Source: an optimization exercise on an open RTL-to-GDS flow (aim: small area and few clock cycles). Production flows keep margins and buffers that such runs may drop. In this exercise RTL edits were held to simulation tests only and were not proved equivalent to the original. No activity file was given, so power comes from the tool's default toggle rates.

==> run a: inputs <==
==> flow/design.v (excerpt) <==
module servo_led_command_parser_top (
  input  logic        clk,
  input  logic        rst_n,
  input  logic        in_valid,
  output logic        in_ready,
  input  logic        in_kind,
  input  logic [7:0]  in_byte,
  output logic        out_valid,
  input  logic        out_ready,
  output logic [1:0]  out_action,
  output logic [2:0]  out_channel,
  output logic [23:0] out_payload,
  output logic        out_last,
  input  logic        cfg_we,
  input  logic [1:0]  cfg_index,
  input  logic [15:0] cfg_wdata
);
  slcp_pkg::cfg_t cfg;
  logic        out_busy, out_free, push, push_show;
  logic [1:0]  push_action;
  logic [2:0]  push_channel;
  logic [23:0] push_payload;
  slcp_cfg_regs u_cfg (
    .clk       (clk),
    .rst_n     (rst_n),
    .cfg_we    (cfg_we),
    .cfg_index (cfg_index),
    .cfg_wdata (cfg_wdata),
    .cfg       (cfg)
  );
  slcp_parser u_parser (
    .clk          (clk),
    .rst_n        (rst_n),
    .in_valid     (in_valid),
    .in_ready     (in_ready),
    .in_kind      (in_kind),
    .in_byte      (in_byte),
    .cfg          (cfg),
    .out_busy     (out_busy),
    .out_free     (out_free),
    .push         (push),
    .push_action  (push_action),
    .push_channel (push_channel),
    .push_payload (push_payload),
    .push_show    (push_show)
  );
  slcp_res_queue u_queue (
    .clk          (clk),
    .rst_n        (rst_n),
    .push         (push),
    .push_action  (push_action),
    .push_channel (push_channel),
    .push_payload (push_payload),
    .push_show    (push_show),
    .out_busy     (out_busy),
    .out_free     (out_free),
    .out_ready    (out_ready),
    .out_valid    (out_valid),
    .out_action   (out_action),
    .out_channel  (out_channel),
    .out_payload  (out_payload),
    .out_last     (out_last)
  );
  ...
clock: 6.0 ns
lec_check: 0
cap_margin: 20
core_margin: 2
core_utilization: 40
slew_margin: 20
run.sh (not shown) runs the stock make flow with config.mk's settings and CLKGATE_MAP_FILE= SYNTH_SCRIPT=/design/flow/synth_recipe.tcl, a recipe that flattens the netlist after the stock synthesis.
==> run b (differences from run a) <==
--- a/flow/design.v
+++ b/flow/design.v
@@ -31,30 +31,28 @@
   input  logic               rst_n,
   input  logic               cfg_we,
   input  logic [1:0]         cfg_index,
   input  logic [15:0]        cfg_wdata,
   output slcp_pkg::cfg_t     cfg
 );
   slcp_pkg::cfg_t cfg_r;
-  logic [15:0] wd_z, wd_o;
-  assign wd_z = cfg_wdata & {16{rst_n}};
-  assign wd_o = cfg_wdata | {16{!rst_n}};
-  function automatic logic [15:0] rst_sel(input logic [15:0] rv, input logic [15:0] z,
-                                          input logic [15:0] o);
-    for (int i = 0; i < 16; i++) rst_sel[i] = rv[i] ? o[i] : z[i];
-  endfunction
   always_ff @(posedge clk) begin
-    if (!rst_n || (cfg_we && cfg_index == 2'd0))
-      cfg_r.idle_timeout_ms <= rst_sel(slcp_pkg::IDLE_TIMEOUT_RST, wd_z, wd_o);
-    if (!rst_n || (cfg_we && cfg_index == 2'd1))
-      cfg_r.pulse_min_us    <= rst_sel(slcp_pkg::PULSE_MIN_RST, wd_z, wd_o);
-    if (!rst_n || (cfg_we && cfg_index == 2'd2))
-      cfg_r.pulse_max_us    <= rst_sel(slcp_pkg::PULSE_MAX_RST, wd_z, wd_o);
-    if (!rst_n || (cfg_we && cfg_index == 2'd3))
-      cfg_r.stop_pulse_us   <= rst_sel(slcp_pkg::STOP_PULSE_RST, wd_z, wd_o);
+    if (!rst_n) begin
+      cfg_r.idle_timeout_ms <= slcp_pkg::IDLE_TIMEOUT_RST;
+      cfg_r.pulse_min_us    <= slcp_pkg::PULSE_MIN_RST;
+      cfg_r.pulse_max_us    <= slcp_pkg::PULSE_MAX_RST;
+      cfg_r.stop_pulse_us   <= slcp_pkg::STOP_PULSE_RST;
+    end else if (cfg_we) begin
+      case (cfg_index)
+        2'd0: cfg_r.idle_timeout_ms <= cfg_wdata;
+        2'd1: cfg_r.pulse_min_us    <= cfg_wdata;
+        2'd2: cfg_r.pulse_max_us    <= cfg_wdata;
+        default: cfg_r.stop_pulse_us <= cfg_wdata;
+      endcase
+    end
   end
   assign cfg = cfg_r;
 endmodule
 `timescale 1ns / 1ps
 module slcp_parser (
   input  logic            clk,
   input  logic            rst_n,
@@ -84,23 +82,23 @@
   logic [4:0] s1_c_r;
   logic [4:0] cls;
   logic [1:0]  mode_r;
   logic [2:0]  phase_r;
   logic [2:0]  idx_r;
   logic        neg_r;
   logic [23:0] lo_r;
-  logic        unz_r, u3_r;
+  logic [3:0]  up_r;
   logic        tnz_r, t7_r;
   logic [15:0] idle_r;
   logic [1:0]  mode_n;
   logic [2:0]  phase_n;
   logic [2:0]  idx_n;
   logic        neg_n;
   logic [23:0] lo_n;
-  logic        unz_n, u3_n;
+  logic [3:0]  up_n;
   logic        tnz_n, t7_n;
   logic [15:0] idle_n;
   logic        is_led, is_servo, is_tick, is_dig, dok, is_term, is_close;
   logic [3:0]  dval;
   logic [19:0] s_acc;
   logic [15:0] idle_inc;
   logic        stop_fire, servo_ok, fin_ok, produces, process, process_st;
@@ -125,73 +123,35 @@
   assign is_servo = (mode_r == MODE_SERVO);
   assign is_tick  = (s1_c_r == slcp_pkg::C_TICK);
   assign is_dig   = !s1_c_r[4];
   assign dval     = s1_c_r[3:0];
   assign dok      = is_dig && (is_led || dval <= 4'd9);
   assign is_close = (s1_c_r == slcp_pkg::C_CLOSE);
   assign is_term  = (mode_r != MODE_NONE) && (is_close || s1_c_r == slcp_pkg::C_COMMA);
-  logic [16:0] ic;
-  always_comb begin
-    ic[0] = 1'b1;
-    for (int i = 0; i < 16; i++) begin
-      idle_inc[i] = idle_r[i] ^ ic[i];
-      ic[i+1]     = idle_r[i] & ic[i];
-    end
-    idle_inc = idle_inc | {16{ic[16]}};
-  end
-  logic [16:0] g_idle, g_min, g_max;
-  always_comb begin
-    g_idle[0] = 1'b1;
-    g_min[0]  = 1'b1;
-    g_max[0]  = 1'b1;
-    for (int i = 0; i < 16; i++) begin
-      g_idle[i+1] = (idle_r[i] & !cfg.idle_timeout_ms[i]) | (idle_r[i] & g_idle[i]) |
-                    (!cfg.idle_timeout_ms[i] & g_idle[i]);
-      g_min[i+1]  = (lo_r[i] & !cfg.pulse_min_us[i]) | (lo_r[i] & g_min[i]) |
-                    (!cfg.pulse_min_us[i] & g_min[i]);
-      g_max[i+1]  = (cfg.pulse_max_us[i] & !lo_r[i]) | (cfg.pulse_max_us[i] & g_max[i]) |
-                    (!lo_r[i] & g_max[i]);
-    end
-  end
-  assign stop_fire = g_idle[16] && !(&cfg.idle_timeout_ms);
+  assign idle_inc  = (idle_r != 16'hFFFF) ? (idle_r + 16'd1) : idle_r;
+  assign stop_fire = (idle_inc > cfg.idle_timeout_ms);
   assign servo_ok = is_servo && (idx_r < 3'd6) && !tnz_r &&
                     (!neg_r || lo_r[15:0] == 16'd0) &&
-                    g_min[16] && g_max[16];
+                    (lo_r[15:0] >= cfg.pulse_min_us) && (lo_r[15:0] <= cfg.pulse_max_us);
   assign fin_ok   = servo_ok || (is_led && idx_r < 3'd6);
-  logic [24:0] nz;
-  always_comb begin
-    nz[0] = 1'b0;
-    for (int i = 0; i < 24; i++) begin
-      colour[i] = t7_r ? !neg_r : (lo_r[i] ^ (neg_r & nz[i]));
-      nz[i+1]   = nz[i] | lo_r[i];
-    end
-  end
+  assign colour   = t7_r ? {24{!neg_r}} : (neg_r ? (24'd0 - lo_r) : lo_r);
   assign produces   = is_tick ? stop_fire : (is_term && (fin_ok || (is_led && is_close)));
   assign process_st = s1_v_r && (!produces || !out_busy);
   assign process    = s1_v_r && (!produces || out_free);
   assign in_ready   = !s1_v_r || process_st;
   assign push         = process && produces;
   assign push_action  = is_tick ? slcp_pkg::ACT_STOP :
                         !fin_ok ? slcp_pkg::ACT_SHOW :
                         is_led  ? slcp_pkg::ACT_COLOUR : slcp_pkg::ACT_PULSE;
   assign push_channel = (is_tick || !fin_ok) ? 3'd0 : idx_r;
   assign push_payload = is_tick ? {8'd0, cfg.stop_pulse_us} :
-                        !fin_ok ? 24'd0 : colour;
+                        !fin_ok ? 24'd0 :
+                        is_led  ? colour : {8'd0, lo_r[15:0]};
   assign push_show    = !is_tick && fin_ok && is_led && is_close;
-  logic [19:0] sx, sy;
-  logic [20:0] sc;
-  assign sx = {1'b0, lo_r[15:0], dval[2] | dval[3], dval[1] | dval[3], dval[0]};
-  assign sy = {3'b000, lo_r[15:0], dval[3]};
-  always_comb begin
-    sc[0] = dval[3];
-    for (int i = 0; i < 20; i++) begin
-      s_acc[i] = sx[i] ^ sy[i] ^ sc[i];
-      sc[i+1]  = (sx[i] & sy[i]) | (sx[i] & sc[i]) | (sy[i] & sc[i]);
-    end
-  end
+  assign s_acc = {lo_r[15:0], 3'b000} + {2'b00, lo_r[15:0], 1'b0} + {16'd0, dval};
   always_comb begin
     mode_n  = mode_r;
     phase_n = phase_r;
     idx_n   = idx_r;
     neg_n   = neg_r;
     idle_n  = idle_r;
     clr     = 1'b0;
@@ -251,37 +211,33 @@
         end
         default: ;
       endcase
     end
   end
   always_comb begin
     lo_n  = lo_r;
-    unz_n = unz_r;
-    u3_n  = u3_r;
+    up_n  = up_r;
     tnz_n = tnz_r;
     t7_n  = t7_r;
     if (clr) begin
       lo_n    = 24'd0;
-      unz_n   = 1'b0;
-      u3_n    = 1'b0;
+      up_n    = 4'd0;
       tnz_n   = 1'b0;
       t7_n    = 1'b0;
     end else if (acc) begin
       if (is_led) begin
         if (tnz_r) begin
           lo_n = 24'hFFFFFF;
-          unz_n = 1'b1;
-          u3_n  = 1'b1;
+          up_n = 4'hF;
           t7_n = 1'b1;
         end else begin
           lo_n  = {lo_r[19:0], dval};
-          unz_n = (lo_r[23:20] != 4'd0);
-          u3_n  = lo_r[23];
-          tnz_n = unz_r;
-          t7_n  = u3_r;
+          up_n  = lo_r[23:20];
+          tnz_n = (up_r != 4'd0);
+          t7_n  = up_r[3];
         end
       end else if (!tnz_r) begin
         if (s_acc[19:16] != 4'd0) tnz_n = 1'b1;
         else lo_n[15:0] = s_acc[15:0];
       end
     end
   end
@@ -308,16 +264,15 @@
   end
   always_ff @(posedge clk) begin
     if (process) begin
       phase_r <= clr ? PH_SPACE : phase_n;
       idx_r   <= idx_n;
       neg_r   <= clr ? 1'b0 : neg_n;
       lo_r    <= lo_n;
-      unz_r   <= unz_n;
-      u3_r    <= u3_n;
+      up_r    <= up_n;
       tnz_r   <= tnz_n;
       t7_r    <= t7_n;
     end
   end
 endmodule
 `timescale 1ns / 1ps
 module slcp_res_queue (
==> qor summary <==
| metric | run b | run a |
|---|---|---|
| Outcome | finished clean | complete, but fails checks |
| Reasons for failing layout checks | - | setup timing |
| Area inside the core boundary | 24200 um2 | 21000 um2 |
| Total sequential power | 1.13 mW | 1.24 mW |
| Power in the clock group | 1.11 mW | 1.12 mW |
| Count of non-CTS buffers in the layout | 88 | 94 |
| Met2 wire len | 11500 um | 9720 um |
| Area growth from synthesis to final layout | 16.8% | 20.6% |
| DP Cell Count | 1490 | 1118 |
| Internal cell power | 1.81 mW | 1.94 mW |
| Hold endpoint | u_cfg.cfg_r[30]$_SDFFE_PN0P_ | u_parser.idle_r[0]$_SDFFE_PN0P_ |
| Post-synthesis adder-cell area fraction | 11.5% | 7.92% |
| Final instance area | 11500 um2 | 10300 um2 |
| Arrival time worst endpoint | 4.22 ns | 7.46 ns |
| Timing-limited maximum frequency | 185 MHz | 137 MHz |
| Sum of routed wire segments on met1 | 12300 um | 9530 um |
| Critical Path Start | u_parser.idle_r[6]$_SDFFE_PN0P_ | u_parser.s1_c_r[3]$_SDFFCE_PP1P_ |
| Type of element capturing the critical path | output pin | flip-flop |
| RD Place Congestion | 0.850 | 0.890 |
| Clock Power Share | 46.3% | 44.8% |
| Die extent in y | 161 um | 150 um |
| Flop and latch count out of synthesis | 156 | 154 |
| Overall fraction of global-route tracks in use | 20.2% | 19.3% |
| Total of clock buffers placed in the layout | 19 | 18 |
| Combinational fraction of design power | 6.5% | 5.8% |
| Met3 Use GR | 3.07% | 4.30% |
| Min Tclk post-route | 5.42 ns | 7.28 ns |
Testbench counts of run a, summed over its fixed seeds: cycles 86,807.
Testbench counts of run b, summed over its fixed seeds: cycles 86,807.

## port drivers added, routing unchanged
In the flow no input, the clock included, has a driving cell. The finished layouts below were timed again as built, in two steps. Step 1: set_driving_cell puts a clkbuf_16 on clk and a buf_2 on each other input, an assumption about the parent block. Step 2 times the ports against the registers' clock, not the clock port: input delays grow and output delays shrink by t, the midpoint of the rising clock arrivals with the driver on. Three values: ideal ports, drivers, drivers and shift; two values: the first two.
| run | t (ns) | slack for setup (ns) | pins driven straight from the clock port |
|---|---|---|---|
| run a | 0.469 | -1.276 / -1.276 / -1.276 | 1 |
| run b | 0.475 | 0.581 / 0.538 / 0.882 | 1 |
